Source: an optimization exercise on an open RTL-to-GDS flow (aim: small area, a short achievable clock period and few clock cycles per item). Production flows keep margins and buffers that such runs may drop.
RTL that was checked went through simulation tests only; none was proved equivalent to the original.

## matmul_engine
module matmul_engine
#(
    parameter int DATA_WIDTH = matmul_pkg::DEF_DATA_WIDTH,
    parameter int BUS_WIDTH  = matmul_pkg::DEF_BUS_WIDTH,
    parameter int DIM        = matmul_pkg::DEF_DIM
) (
    input  logic                          clk_i,
    input  logic                          rst_i,
    input  logic                          start_i,
    input  logic                          mode_i,
    input  logic [DIM*DATA_WIDTH-1:0]     a_col_i,
    input  logic [DIM*DATA_WIDTH-1:0]     b_row_i,
    input  logic                          op_valid_i,
    output logic                          op_ready_o,
    input  logic [DIM*DIM*BUS_WIDTH-1:0]  c_i,
    output logic [DIM*DIM*BUS_WIDTH-1:0]  m_o,
    output logic [DIM*DIM-1:0]            flags_o,
    output logic                          busy_o,
    output logic                          done_o,
    output logic [$clog2(DIM+1)-1:0]      beat_cnt_o
);
    localparam int CW = $clog2(DIM + 1);
    logic          busy_q, done_q;
    logic [CW-1:0] beat_cnt_q;
    logic          start_ok, accept, last;
  ...
==> flow/config.mk <==
export PLATFORM = sky130hd
export DESIGN_NAME = matmul_engine
export DESIGN_NICKNAME = matmul_engine
export VERILOG_FILES = /design/flow/design.v
export SDC_FILE = /design/flow/constraint.sdc
export NUM_CORES = 4
export LEC_CHECK = 0
export ABC_AREA = 1
export CAP_MARGIN = 20
export CORE_MARGIN = 2
export CORE_UTILIZATION = 40
export SETUP_SLACK_MARGIN = 2.6
export SLEW_MARGIN = 20
==> flow/constraint.sdc <==
create_clock -name core_clock -period 7.0 [get_ports {clk_i}]
set_input_delay 1.4000 -clock core_clock [delete_from_list [all_inputs] [get_ports {clk_i}]]
set_output_delay 1.4000 -clock core_clock [all_outputs]
set_load 0.01 [all_outputs]
standard.sh (not shown) runs the stock make flow with config.mk's settings and CLKGATE_MAP_FILE= SYNTH_SCRIPT=/design/flow/synth_recipe.tcl, a recipe that flattens the netlist after the stock synthesis.
==> flow/flow/run.sh <==
#!/bin/bash
# The standard layout with two changes to how it is made:
# - plain buf_1 cells as the input and output port buffers (every port still
#   gets its own buffer);
# - yosys synth without its internal "abc -fast" pre-mapping (-noabc), so
#   that the adder extraction sees the full-adder tree as written. Registers
#   and their names are the same as in the standard synthesis.
# The make output goes to standard.log; ORFS's per-step logs stay under
# orfs/logs/.
set -euo pipefail
export BUFFER_PORTS_ARGS="-buffer_cell sky130_fd_sc_hd__buf_1"
export SYNTH_ARGS="-noabc"
bash standard.sh > standard.log 2>&1
Testbench counts at the start, summed over its fixed seeds: cycles 8,008, items 1,600.
==> next run, changes <==
--- a/flow/design.v
+++ b/flow/design.v
@@ -21,27 +21,31 @@
 );
     logic [16:0] s_q, c_q, s_d, c_d;
     logic [16:0] sum;
     logic        overflow, flag_q, flag_d;
     logic [15:0] res, base;
     logic pp1, pp2, pp3, pp4, pp5, pp6, pp7, pp8, pp9, pp10, pp11, pp12, pp13, pp14, pp15, pp16, pp17, pp18, pp19, pp20, pp21, pp22, pp23, pp24, pp25, pp26, pp27, pp28, pp29, pp30, pp31, pp32, pp33, pp34, pp35, pp36, pp37, pp38, pp39, pp40, fs41, fc42, fs43, fc44, fs45, fc46, fs47, fc48, fs49, fc50, hs51, hc52, fs53, fc54, fs55, fc56, fs57, fc58, fs59, fc60, fs61, fc62, fs63, fc64, fs65, fc66, fs67, fc68, fs69, fc70, hs71, hc72, fs73, fc74, fs75, fc76, fs77, fc78, fs79, fc80, fs81, fc82, fs83, fc84, fs85, fc86, fs87, fc88, fs89, fc90, fs91, fc92, fs93, fc94, hs95, hc96, fs97, fc98, fs99, fc100, fs101, fc102, fs103, fc104, fs105, fc106, hs107, hc108, fs109, fc110, fs111, fc112, fs113, fc114, fs115, fc116, fs117, fc118;
     assign sum      = s_q + c_q;
     assign overflow = sum[16] != sum[15];
     assign res      = overflow ? {sum[16], {15{!sum[16]}}} : sum[15:0];
     assign acc_o    = res;
     assign flag_o   = flag_q || overflow;
-    always_comb begin
-        if (clr_i)       base = '0;
-        else if (load_i) base = init_i;
-        else             base = res;
-    end
+    logic keep, take_sat, take_sum;
+    logic [15:0] sat_val;
+    assign keep     = !(clr_i || load_i);
+    assign take_sat = keep && overflow;
+    assign take_sum = keep && !overflow;
+    assign sat_val  = {sum[16], {15{!sum[16]}}};
+    assign base     = ({16{load_i && !clr_i}} & init_i)
+                    | ({16{take_sat}} & sat_val)
+                    | ({16{take_sum}} & sum[15:0]);
     assign flag_d = !(clr_i || load_i) && (flag_q || overflow);
     assign pp1 = ((bo_one[0] & a_i[0]) | (bo_two[0] & 1'b0)) ^ bo_neg[0];
     assign pp2 = ((bo_one[0] & a_i[1]) | (bo_two[0] & a_i[0])) ^ bo_neg[0];
     assign pp3 = ((bo_one[0] & a_i[2]) | (bo_two[0] & a_i[1])) ^ bo_neg[0];
     assign pp4 = ((bo_one[0] & a_i[3]) | (bo_two[0] & a_i[2])) ^ bo_neg[0];
     assign pp5 = ((bo_one[0] & a_i[4]) | (bo_two[0] & a_i[3])) ^ bo_neg[0];
     assign pp6 = ((bo_one[0] & a_i[5]) | (bo_two[0] & a_i[4])) ^ bo_neg[0];
     assign pp7 = ((bo_one[0] & a_i[6]) | (bo_two[0] & a_i[5])) ^ bo_neg[0];
     assign pp8 = ((bo_one[0] & a_i[7]) | (bo_two[0] & a_i[6])) ^ bo_neg[0];
     assign pp9 = ((bo_one[0] & a_i[7]) | (bo_two[0] & a_i[7])) ^ bo_neg[0];
     assign pp10 = ~pp9;
After rerunning:
- The changed run finished with timing, DRC and antenna clean
- utilization barely changes
- wire length climbs by 4.7%
- setup slack is worse by 0.065 ns
- non-clock buffer count increases by 19
- clock-buffer cell count rose by 2
- final cell count rises by 3.0%
Function not checked in the second run of this note: the RTL went through the layout flow alone.


Setup of v31:
matmul_engine, a different RTL version from the one above (not shown whole).
Size: roughly 5800 cells after synthesis, ~530 flip-flops, about 600 I/O pins, ~52000 µm² of cells after synthesis.
==> module matmul_engine, before the edit <==
module matmul_engine
#(
    parameter int DATA_WIDTH = matmul_pkg::DEF_DATA_WIDTH,
    parameter int BUS_WIDTH  = matmul_pkg::DEF_BUS_WIDTH,
    parameter int DIM        = matmul_pkg::DEF_DIM
) (
    input  logic                          clk_i,
    input  logic                          rst_i,
    input  logic                          start_i,
    input  logic                          mode_i,
    input  logic [DIM*DATA_WIDTH-1:0]     a_col_i,
    input  logic [DIM*DATA_WIDTH-1:0]     b_row_i,
    input  logic                          op_valid_i,
    output logic                          op_ready_o,
    input  logic [DIM*DIM*BUS_WIDTH-1:0]  c_i,
    output logic [DIM*DIM*BUS_WIDTH-1:0]  m_o,
    output logic [DIM*DIM-1:0]            flags_o,
    output logic                          busy_o,
    output logic                          done_o,
    output logic [$clog2(DIM+1)-1:0]      beat_cnt_o
);
    localparam int CW = $clog2(DIM + 1);
    logic          busy_q, done_q;
    logic [CW-1:0] beat_cnt_q;
    logic          start_ok, accept, last;
    assign start_ok = start_i && !busy_q && !rst_i;
    assign accept   = op_valid_i && busy_q && !rst_i;
    assign last     = (beat_cnt_q == CW'(DIM - 1));
    always_ff @(posedge clk_i) begin
        if (rst_i) begin
            busy_q     <= 1'b0;
            done_q     <= 1'b0;
            beat_cnt_q <= '0;
        end else begin
            done_q <= accept && last;
            if (start_ok) begin
                busy_q     <= 1'b1;
                beat_cnt_q <= '0;
            end else if (accept) begin
                beat_cnt_q <= beat_cnt_q + CW'(1);
                if (last) busy_q <= 1'b0;
            end
        end
    end
    assign op_ready_o = busy_q;
    assign busy_o     = busy_q;
    assign done_o     = done_q;
    assign beat_cnt_o = beat_cnt_q;
    logic [3:0] bo_one [DIM];
    logic [3:0] bo_two [DIM];
    logic [3:0] bo_neg [DIM];
    for (genvar j = 0; j < DIM; j++) begin : g_booth
        logic [DATA_WIDTH:0] bx;
        assign bx = {b_row_i[j*DATA_WIDTH +: DATA_WIDTH], 1'b0};
        for (genvar k = 0; k < 4; k++) begin : g_digit
            logic hi, mid, lo;
            assign lo  = bx[2*k];
            assign mid = bx[2*k+1];
            assign hi  = bx[2*k+2];
            assign bo_one[j][k] = accept && (mid ^ lo);
            assign bo_two[j][k] = accept && ((hi && !mid && !lo) || (!hi && mid && lo));
            assign bo_neg[j][k] = hi;
        end
    end
    for (genvar i = 0; i < DIM; i++) begin : g_row
        for (genvar j = 0; j < DIM; j++) begin : g_col
            pe_sat #(
                .DATA_WIDTH (DATA_WIDTH),
                .BUS_WIDTH  (BUS_WIDTH)
            ) u_pe (
                .clk_i  (clk_i),
                .clr_i  (rst_i),
                .load_i (start_ok),
                .init_i (mode_i ? c_i[(i*DIM+j)*BUS_WIDTH +: BUS_WIDTH] : '0),
                .bo_one (bo_one[j]),
                .bo_two (bo_two[j]),
                .bo_neg (bo_neg[j]),
                .a_i    (a_col_i[i*DATA_WIDTH +: DATA_WIDTH]),
                .acc_o  (m_o[(i*DIM+j)*BUS_WIDTH +: BUS_WIDTH]),
                .flag_o (flags_o[i*DIM+j])
            );
        end
    end
endmodule
Settings: LEC_CHECK=0, CAP_MARGIN=20, CORE_MARGIN=2, CORE_UTILIZATION=40, SETUP_SLACK_MARGIN=2.0, SLEW_MARGIN=20; clock period 7.0 ns.
==> flow/flow/run.sh <==
#!/bin/bash
# The standard layout, with plain buf_1 cells as the input and output port
# buffers (every port still gets its own buffer). The make output goes to
# standard.log; ORFS's per-step logs stay under orfs/logs/.
set -euo pipefail
export BUFFER_PORTS_ARGS="-buffer_cell sky130_fd_sc_hd__buf_1"
bash standard.sh > standard.log 2>&1
--- input diff v31..v24 ---
diff --git a/flow/design.v b/flow/design.v
--- a/flow/design.v
+++ b/flow/design.v
@@ -252,11 +252,11 @@
             assign lo  = bx[2*k];
             assign mid = bx[2*k+1];
             assign hi  = bx[2*k+2];
             assign bo_one[j][k] = accept && (mid ^ lo);
             assign bo_two[j][k] = accept && ((hi && !mid && !lo) || (!hi && mid && lo));
-            assign bo_neg[j][k] = hi;
+            assign bo_neg[j][k] = accept && hi;
         end
     end
     for (genvar i = 0; i < DIM; i++) begin : g_row
         for (genvar j = 0; j < DIM; j++) begin : g_col
             pe_sat #(
[summary]
In summary, v24 completed successfully, with a layout that passed the timing, design-rule and antenna checks.
When the final numbers for v31 and v24 were put side by side, the hold path depth turned out to be greater in v24.
Global-route wire length before repair (v24 over v31): decrease, 1.8%
The maximum operating frequency in v24 was higher than what v31 gave.
As of v24, count of clock-buffer cells in the layout had risen by a little under 10% compared to v31.
Relative to v31, the fraction of area in multi-input gates of v24 is higher by 0.49 points.
On sum of routed wire length over all layers, v31 and v24 are neck and neck.
Per the comparison of v24 with v31, flip-flop and latch count after synthesis saw little to no change, synthesized area saw an increase, total of fill cells in the finished design saw an increase, violation count after the first detailed-routing iteration saw a decrease.
Testbench counts of v24, summed over its fixed seeds: cycles 8,008, items 1,600.
For v31, only the layout was checked, not whether the RTL still works.

[afterwards: timing with drivers on the ports]
No port has a modelled driver above. Below, the same layouts with a new extraction and two added sets of constraints.
Step 1 sets driving cells, clkbuf_16 on the clock port and buf_2 on the other inputs (assumed; they add their load-dependent delay and slew).
Step 2, shift: input delay + t, output delay - t, t = (earliest + latest rising clock arrival at the registers) / 2. This alone moves slack from input paths to output paths.
Three values: ideal ports, drivers, drivers and shift; two values: the first two.
run	t, ns	setup slack, ns	latest minus earliest clock arrival (ns)	worst data-port slew with drivers (ns)	pins driven straight from the clock port
the first run of note 1	0.730	2.730 / 2.664 / 1.998	0.031 / 0.031	0.25	1
the second run of note 1	0.716	2.666 / 2.622 / 1.953	0.022 / 0.022	0.18	1
v31	0.723	2.012 / 1.938 / 1.472	0.047 / 0.046	0.17	1
v24	0.733	2.047 / 2.036 / 1.365	0.024 / 0.024	0.14	1
After both steps setup and hold are still met in every run listed. The setup slack of the first run of note 1, which loses most, moves by -0.066 ns with the drivers and by -0.732 ns with both steps.
